This design comes from an exercise in tuning for small area, a short achievable clock period and few clock cycles per item on the open sky130 flow, not from production work. Function was checked by simulation only, so behaviour that the tests miss may differ from the original. Power and IR drop assume default switching activity.

==> flow/design.v (outline; a module is shown in full before it is edited, if it fits) <==
// module mult_diya_fp32: 1723 lines
// module mult_fa: 4 lines
// module mult_fa1: 4 lines
// module mult_ha: 4 lines
// module g_aoi21: 3 lines
// module g_inv: 3 lines
// module g_mux2i: 3 lines
// module g_nand2: 3 lines
// module g_nand3: 3 lines
// module g_nand4: 3 lines
// module g_nor2: 3 lines
// module g_nor3: 3 lines
// module g_o21bai: 3 lines
// module g_oai21: 3 lines
// module g_xnor2: 3 lines
// module g_xor2: 3 lines
module mult_diya_fp32 (
   input  logic        clk,
   input  logic        nRST,
   input  logic        valid_in,
   input  logic [31:0] data1,
   input  logic [31:0] data2,
   output logic [31:0] result,
   output logic        valid_out
);
  // ...
==> flow/flow/run.sh <==
#!/bin/bash
# Standard layout, with plain buffers (instead of the default delay-cell
# buffers) on the ports. Every port still gets its own buffer.
set -euo pipefail
export BUFFER_PORTS_ARGS="-buffer_cell sky130_fd_sc_hd__buf_2"
bash standard.sh > standard.log 2>&1
==> flow/standard.sh <==
#!/bin/bash
# synth_recipe.tcl (not shown) runs the flow's synth.tcl, then flattens the netlist and writes it again
# the make line also repeats each setting of config.mk as NAME=value (left out here)
make -C /OpenROAD-flow-scripts/flow DESIGN_CONFIG=/design/flow/config.mk WORK_HOME=/design/flow/orfs CLKGATE_MAP_FILE= SYNTH_SCRIPT=/design/flow/synth_recipe.tcl "${@:-finish}"
==> flow/config.mk <==
export PLATFORM = sky130hd
export DESIGN_NAME = mult_diya_fp32
export DESIGN_NICKNAME = mult_diya_fp32
export VERILOG_FILES = /design/flow/design.v
export SDC_FILE = /design/flow/constraint.sdc
export NUM_CORES = 4
export LEC_CHECK = 0
export CAP_MARGIN = 20
export CORE_MARGIN = 2
export CORE_UTILIZATION = 65
export CTS_BUF_LIST = sky130_fd_sc_hd__clkbuf_8
export CTS_CLUSTER_SIZE = 30
export SLEW_MARGIN = 60
export SYNTH_HIERARCHICAL = 1
export SYNTH_MINIMUM_KEEP_SIZE = 0
==> flow/constraint.sdc <==
create_clock -name core_clock -period 14.0 [get_ports {clk}]
set_input_delay 2.8000 -clock core_clock [delete_from_list [all_inputs] [get_ports {clk}]]
set_output_delay 2.8000 -clock core_clock [all_outputs]
set_load 0.01 [all_outputs]
==> results.json, run 1 <==
{
  "status": "timing/DRC/antenna clean",
  "cpMaxStageDelayCell": "or2_2",
  "post-route-min-period_ns": 3.969,
  "via_count": 17450,
  "p_comb_w": 0.00357,
  "finalSetupTns_ns": 0,
  "gr-usage-all-layers_pct": 34.26,
  "hold_class": "flip-flop to flip-flop",
  "nNonClkBuffers": 156,
  "hp-start": "r1_cnan",
  "io_buffers": 99,
  "viasPerCell": 6.070,
  "grt_first_pass_wirelength_um": 95380,
  "fp.dieArea_um2": 35090,
  "peakVddDrop_v": 0.0001857,
  "fin_crit_sh_pct": 28.35,
  "cts-hold-fix-buffers": 0,
  "htreeDepth": 2,
  "multi_input_comb_cells": 1738,
  "rows": 67,
  "cts_setup_buffers": 0,
  "grt_pass1_vias": 18350,
  "multi_input_area_share_pct": 65.90,
  "synthCells": 2337,
  "required_ns": 14.51,
  "seq_share_pct": 20.45,
  "multi_input_area_um2": 15660,
  "dp.cells": 2798
}
Testbench counts, summed over its fixed seeds: cycles 16,024, items 16,000.
==> inputs of run 2 (changes only) <==
--- a/flow/config.mk
+++ b/flow/config.mk
@@ -8,8 +8,6 @@
 export CAP_MARGIN = 20
 export CORE_MARGIN = 2
 export CORE_UTILIZATION = 65
-export CTS_BUF_LIST = sky130_fd_sc_hd__clkbuf_8
-export CTS_CLUSTER_SIZE = 30
 export SLEW_MARGIN = 60
 export SYNTH_HIERARCHICAL = 1
 export SYNTH_MINIMUM_KEEP_SIZE = 0
==> run 2 against run 1 <==
Net effect: critical path depth stayed put; synthesized cell count stayed put; critical path type unchanged; hold slack worse by 0.0015 ns; sequential power hardly changed; utilization is 0.19 points lower; total power is 0.28% lower; flip-flop and latch count stayed put; first-iteration DRC count is 1.8% higher.
==> results.json, run 2 <==
{
  "drt_iter0_markers": 1597,
  "clk_latency_ns": 0.57,
  "numCtsBuffers": 27,
  "post-route-min-period_ns": 4.016,
  "crit_arrival_ns": 4.48,
  "totalWireLength_um": 58630,
  "grtUsageMet2_pct": 55.72,
  "max-slew-margin-rel_pct": 60.39,
  "critPathKind": "primary input to flip-flop",
  "timing.final.ws_setup_ns": 9.984,
  "detail-route-antenna-nets": 0,
  "reg2reg_to": "r2_cv[22]",
  "io-pin-count": 100,
  "ff2ff_setup_slack_ns": 10.37,
  "gp_congestion": 0.9025,
  "worst_pin_slew_ns": 0.5933,
  "fill_cells": 2613,
  "yosysWarningCount": 7,
  "slew_violations": 0,
  "avgSynthCellArea_um2": 9.346,
  "hpwl_um": 39940,
  "top_regs": "r2_cv x36, r2_sv x36, r4_res x32",
  "min_to": "r2_cnan",
  "overflow": 0,
  "syn_to_final_growth_pct": 8.501,
  "cts-hold-fix-buffers": 0,
  "post-place-ws_ns": 9.416,
  "rsz0062_at_grt": "no",
  "drive_gt1_share_pct": 10.93,
  "min_path_cells": 0,
  "grt_start_max_net_pins": 32,
  "hold_class": "flip-flop to flip-flop",
  "die_height_um": 187.3,
  "finClkSkew_ns": 0.01153,
  "viasPerCell": 6.054,
  "fmax_mhz": 249.0,
  "gr-usage-all-layers_pct": 34.05,
  "cts_resized": 0,
  "hold_violations": 0,
  "grt_first_pass_wirelength_um": 95180,
  "sw_frac_of_total_pct": 45.49,
  "combPwrFrac_pct": 65.6,
  "layout_commonest_cell": "xnor2_1",
  "use_met3_pct": 7.861,
  "top_usage_layer": "met2",
  "initial_core_util_pct": 65.63,
  "cts_tree": "yes",
  "critPathMaxFanout": 23,
  "die_width_um": 187.3,
  "reg2reg_from": "r1_one[4]",
  "status": "timing/DRC/antenna clean",
  "cts_setup_buffers": 0,
  "clockRootBuffer": "clkbuf_16",
  "core_area_um2": 33280,
  "finalSetupTns_ns": 0,
  "io_buffers": 99,
  "power_switching_w": 0.002473,
  "ff2ff_path_depth": 8,
  "clkPwrFrac_pct": 13.0,
  "seq_power_share_pct": 21.4,
  "grt_pass1_vias": 18290,
  "rows": 67,
  "grt_use_met1_pct": 43.97,
  "cp-end-kind": "flip-flop",
  "hp-start": "r1_cnan",
  "htreeDepth": 1,
  "via_count": 17230,
  "instances_no_fill": 2846,
  "post_drt_wl_per_cell_um": 20.60,
  "netlist_area_um2": 21840,
  "fp.dieArea_um2": 35090,
  "fin_crit_sh_pct": 28.69,
  "intPower_w": 0.002964,
  "antenna_found_initial": 0,
  "nNetsFinal": 2765,
  "clock_path_buffers": 3,
  "synthCells": 2337,
  "finalSetupViolCount": 0,
  "cellPowerDensity_nw_per_um2": 229.4,
  "syn_nets": 2723,
  "layout_common_cells": "xnor2_1 (346), a22oi_1 (270), fa_1 (256)",
  "diodes": 0,
  "drc": 0,
  "required_ns": 14.46,
  "peakVddDrop_v": 0.0002096,
  "drv_cap": 0,
  "firstDrtPassIters": 7,
  "cp-start-kind": "primary input",
  "cts_sinks": 241,
  "cts.clk_slew.worst_paths_ns": 0.06,
  "cellLeakagePower_nw": 9.720,
  "dp.cells": 2798
}
[run 2: critical path, cell delays in order]
cell	delay (ns)
buf_2	0.12
nand4_1	0.13
nor2_1	0.29
or2_2	0.46
inv_1	0.30
and2_1	0.25
nor2b_1	0.12
[run 2: per-layer routing]
metal  vias to the layer above  share of wire (%)
met4                         0                3.3
li1                       7787                  -
met5                         -                  0
met1                      8367                 40
met2                       900                 47
met3                       175                9.7
[run 2: worst max path at each step]
stage,startpoint,end,cells after the start
after floorplan,data2[28],r1_s,6
after global placement,data2[25],r1_two[0],7
after detailed placement,data2[29],r1_two[0],7
after CTS,data2[29],r1_two[0],7
after global routing,data2[30],r1_two[0],7
final,data2[30],r1_two[0],7
[run 2: area by class of cell]
type	instances	area (um^2)	share of cell area (%)
clock inverter	7	108.9	0.4593
clock buffer	41	778.2	3.284
tap	448	560.5	2.365
multi-input combinational	1738	15660	66.08
sequential	241	4860	20.51
timing repair buffer	156	923.4	3.896
inverter	215	807.0	3.405
[run 2: stage by stage]
step | power [W] | instance area (um^2) | hold WS (ns) | util [%]
after global placement | 0.004582 | 22770 | 0.3132 | 68.43
after global routing | 0.005969 | 23700 | 0.3321 | 71.21
after detailed placement | 0.004693 | 22790 | 0.3150 | 68.48
after floorplan | 0.003760 | 21840 | 0.3096 | -
final | 0.005437 | 23700 | 0.3245 | 71.21
after CTS | 0.005450 | 23680 | 0.3290 | 71.15
[run 2: power groups by stage]
stage	clock network, W	logic [W]	registers [W]
final	0.000708	0.00357	0.00116
after global placement	0	0.00342	0.00116
after global routing	0.000751	0.00403	0.00119
after floorplan	0	0.00261	0.00115
after CTS	0.000725	0.00357	0.00116
after detailed placement	0	0.00352	0.00117

## afterwards: timing with drivers on the ports
No port has a modelled driver above. Below, the same layouts with a new extraction and two added sets of constraints.
Step 1 assumes that a clkbuf_16 drives the clock port and a buf_2 every other input.
Step 2, shift: input delay + t, output delay - t, t = (earliest + latest rising clock arrival at the registers) / 2. This alone moves slack from input paths to output paths.
Slacks: ideal / step 1 / step 2; pairs: ideal / step 1.
run	t (ns)	setup WS [ns]	hold WS [ns]	worst register clock-pin slew, ns	cell pins on the clock port's net
run 1	0.653	10.031 / 10.012 / 9.410	0.326 / 0.326 / 0.326	0.07 / 0.07	1
run 2	0.617	9.984 / 10.021 / 9.404	0.324 / 0.324 / 0.324	0.06 / 0.06	1
After both steps every run listed still meets setup and hold. For run 1, which loses most, drivers alone change the setup slack by -0.019 ns; drivers and shift together by -0.621 ns.
